Source: an optimization exercise on an open RTL-to-GDS flow (aim: small area, a short achievable clock period and few clock cycles). Production flows keep margins and buffers that such runs may drop. In this exercise RTL edits were held to simulation tests only and were not proved equivalent to the original.

Design kalman_tilt_angle_filter_unit, start of the top module:
module kalman_tilt_angle_filter_unit
#(
  parameter int DATA_WIDTH = DataWidthDef,
  parameter int FRAC_BITS  = FracBitsDef
) (
  input  logic                    clk_i,
  input  logic                    rst_ni,
  input  logic                    s_axis_tvalid,
  output logic                    s_axis_tready,
  input  logic [2*DATA_WIDTH-1:0] s_axis_tdata,
  output logic                    m_axis_tvalid,
  input  logic                    m_axis_tready,
  output logic [2*DATA_WIDTH-1:0] m_axis_tdata,
  input  logic                    cfg_we_i,
  input  logic [IdxBits-1:0]      cfg_idx_i,
  input  logic [CfgBits-1:0]      cfg_data_i
);
Size in the first run: about 970 flip-flops.
make LEC_CHECK=0 ABC_AREA=1 CAP_MARGIN=20 CORE_MARGIN=2 CORE_UTILIZATION=35 PLACE_DENSITY=0.5 SLEW_MARGIN=20 finish   # period 22.0 ns
run.sh (not shown) runs the stock make flow with config.mk's settings and CLKGATE_MAP_FILE= SYNTH_SCRIPT=/design/flow/synth_recipe.tcl, a recipe that flattens the netlist after the stock synthesis.
Testbench counts at the start, summed over its fixed seeds: cycles 8,612.
Edit:
--- a/flow/design.v
+++ b/flow/design.v
@@ -59,20 +59,21 @@
   logic        relp2_q;    
   logic        ratep_q;    
   logic        relrt_q;    
   logic        angp_q;     
   logic [1:0]  d2c_q;      
   logic        epos_q;     
   logic        eps_q;      
   logic        erdy_q;     
   logic        m2wb_q;     
   logic        dec_q;      
+  logic        m5ok_q;     
   logic        a1p_q;      
   logic        np2_q;      
   logic        nd5_q;      
   logic        errp_q;     
   logic        errd_q;     
   logic [3:0]  mpc_q;      
   logic [3:0]  mop_q;      
   logic        mrun_q;
   logic [1:0]  mcnt_q;
   logic [31:0] ma_q, mb_q, ms_q, mc_q;
@@ -170,60 +171,61 @@
       else if (!df1[34]) begin dv_r = df1[31:0]; dv_d = {dv_d[33:0], 2'd1}; end
       else               begin dv_r = dx4[31:0]; dv_d = {dv_d[33:0], 2'd0}; end
     end
     d_ovf  = dfirst_q && dovf_q;
     dcnt_n = dcnt_q + 4'd1;
     dlast = drun_q && (d_ovf || dcnt_n == 4'd9);
     dacc  = !drun_q || dlast;    
   end
   logic mwb, xfer, dec, pm_free, pp_free;
   always_comb begin
-    mwb  = pmv_q && (pmop_q != OP_M2 || !a1p_q) && (pmop_q != OP_M5 || eps_q || !vld_q);
+    mwb  = pmv_q && (pmop_q != OP_M2 || !a1p_q) &&
+           (pmop_q != OP_M5 || (m5ok_q && d2c_q == {1'b0, eps_q} && (eps_q || (!vld_q && !angp_q))));
     dec  = ppv_q && (ppop_q == OP_P1) && smp_q && erdy_q && !dec_q &&
            (epos_q ? dacc : (d2c_q == 2'd0 || (d2c_q == 2'd1 && qv_q && qtgt_q == OP_P2)));
     xfer = ppv_q && dacc && ((ppop_q == OP_P1) ? (dec && epos_q) : 1'b1);
     pm_free = !pmv_q || mwb;
     pp_free = !ppv_q || xfer || (dec && !epos_q);
   end
   logic [3:0] mst;         
   logic       mlong, mlast, mfin, mstart, mcond;
   logic [3:0] mpc_n;
   always_comb begin
     mst = mpc_q;
-    if (mpc_q == OP_P4 && !eps_q) mst = OP_M5;
+    if (mpc_q == OP_P4 && !eps_q) mst = OP_M3;    
     case (mpc_q)
       OP_P4:   mcond = dec_q;
-      OP_M5:   mcond = dec_q;
+      OP_M5:   mcond = smp_q || dec_q;
       OP_P3:   mcond = errd_q;
       default: mcond = 1'b1;
     endcase
     mlong  = (mop_q == OP_P1) || (mop_q == OP_P4) || (mop_q == OP_P5) ||
              (mop_q == OP_P3) || (mop_q == OP_P2);
     if (mlong)
       case (mcnt_q)
         2'd0:    mlast = mb_q[31:8] == 24'd0;
         2'd1:    mlast = mb_q[23:8] == 16'd0;
         2'd2:    mlast = mb_q[15:8] == 8'd0;
         default: mlast = 1'b1;
       endcase
     else
       mlast = mcnt_q == 2'd2;
     mfin   = mrun_q && mlast && (mlong ? pp_free : pm_free);
-    mstart = (!mrun_q || mfin) && mcond && !(mpc_q == OP_P4 && !dec_q);
+    mstart = (!mrun_q || mfin) && mcond;
     case (mst)
       OP_C1:   mpc_n = OP_C4;
       OP_C4:   mpc_n = OP_M3;
       OP_M3:   mpc_n = OP_M2;
       OP_M2:   mpc_n = OP_P1;
-      OP_P1:   mpc_n = OP_P4;
-      OP_P4:   mpc_n = OP_M5;
-      OP_M5:   mpc_n = eps_q ? OP_P5 : OP_M3;
+      OP_P1:   mpc_n = OP_M5;
+      OP_M5:   mpc_n = OP_P4;
+      OP_P4:   mpc_n = OP_P5;
       OP_P5:   mpc_n = OP_P3;
       OP_P3:   mpc_n = OP_P2;
       default: mpc_n = OP_M3;
     endcase
   end
   logic signed [32:0] sa, sb;
   logic               inv_n;
   always_comb begin
     sa = 33'(qa_q); sb = 33'(dt_q); inv_n = 1'b0;
     case (mst)
@@ -305,20 +307,21 @@
       cval_q <= 1'b0;
       mpc_q  <= OP_C1;
       mrun_q <= 1'b0;
       pmv_q  <= 1'b0;
       ppv_q  <= 1'b0;
       drun_q <= 1'b0;
       qv_q   <= 1'b0;
       erdy_q <= 1'b0;
       m2wb_q <= 1'b0;
       dec_q  <= 1'b0;
+      m5ok_q <= 1'b0;
       a1p_q  <= 1'b1;
       np2_q  <= 1'b0;
       nd5_q  <= 1'b0;
       errp_q <= 1'b0;
       errd_q <= 1'b0;
       ang_q  <= '0;
       bias_q <= '0;
       p00_q  <= 32'sd65536;
       p01_q  <= '0;
       p11_q  <= 32'sd65536;
@@ -364,22 +367,24 @@
           OP_M5: begin
             ang_q <= msat;
             if (!eps_q) begin
               vld_q <= 1'b1;
               rdy_q <= 1'b1;
             end else errp_q <= 1'b1;
           end
           default: ;
         endcase
       end
+      if (mwb && pmop_q == OP_M5) m5ok_q <= 1'b0;
       if (dec) begin
         dec_q  <= 1'b1;
+        m5ok_q <= 1'b1;
         smp_q  <= 1'b0;
         erdy_q <= 1'b0;
         a1p_q  <= 1'b1;
         np2_q  <= epos_q;
         nd5_q  <= epos_q;
         p11_q  <= a4_sat;                  
         if (!epos_q) begin                 
           p00_q <= n00_q[31:0];
           p01_q <= n01_q;
         end
@@ -413,20 +418,21 @@
       if (cfg_we_i) begin
         cval_q <= 1'b0;
         mpc_q  <= OP_C1;
         mrun_q <= 1'b0;
         pmv_q  <= 1'b0;
       ppv_q  <= 1'b0;
         erdy_q <= 1'b0;
         m2wb_q <= 1'b0;
         a1p_q  <= 1'b1;
         dec_q  <= 1'b0;
+        m5ok_q <= 1'b0;
       end
     end
   end
   always_ff @(posedge clk_i) begin
     if (rdy_q) begin
       gyr_q <= s_axis_tdata[63:32];
       mes_q <= {s_axis_tdata[31], s_axis_tdata[31:0]};
     end
     epos_q <= e_pos;
     en_q   <= e_n;
Effect: Cell area falls slightly; via count falls by a few percent; fmax falls by a few percent; register-to-register slack got worse by 0.34 ns; core utilization is about the same.
Testbench counts after the change, summed over its fixed seeds: cycles 8,386.

re-timing with driven ports:
In the flow no input, the clock included, has a driving cell. The finished layouts below were timed again as built, in two steps. Step 1 sets driving cells, clkbuf_16 on the clock port and buf_2 on the other inputs (assumed; they add their load-dependent delay and slew). Step 2 moves the port delays by t, midway between the first and last clock arrival at a register: inputs arrive t later, outputs are due t later. That takes back most of the time a late clock gives input paths. Slacks: ideal ports / drivers / drivers and shift; pairs: ideal ports / drivers.
run | t, ns | setup WS [ns] | worst setup path after step 2 | worst register clock-pin slew, ns
the first run | 0.883 | 13.553 / 13.553 / 13.553 | register to register | 0.07 / 0.07
the second run | 0.870 | 13.213 / 13.213 / 13.213 | register to register | 0.07 / 0.07
After both steps every run listed still meets setup and hold.
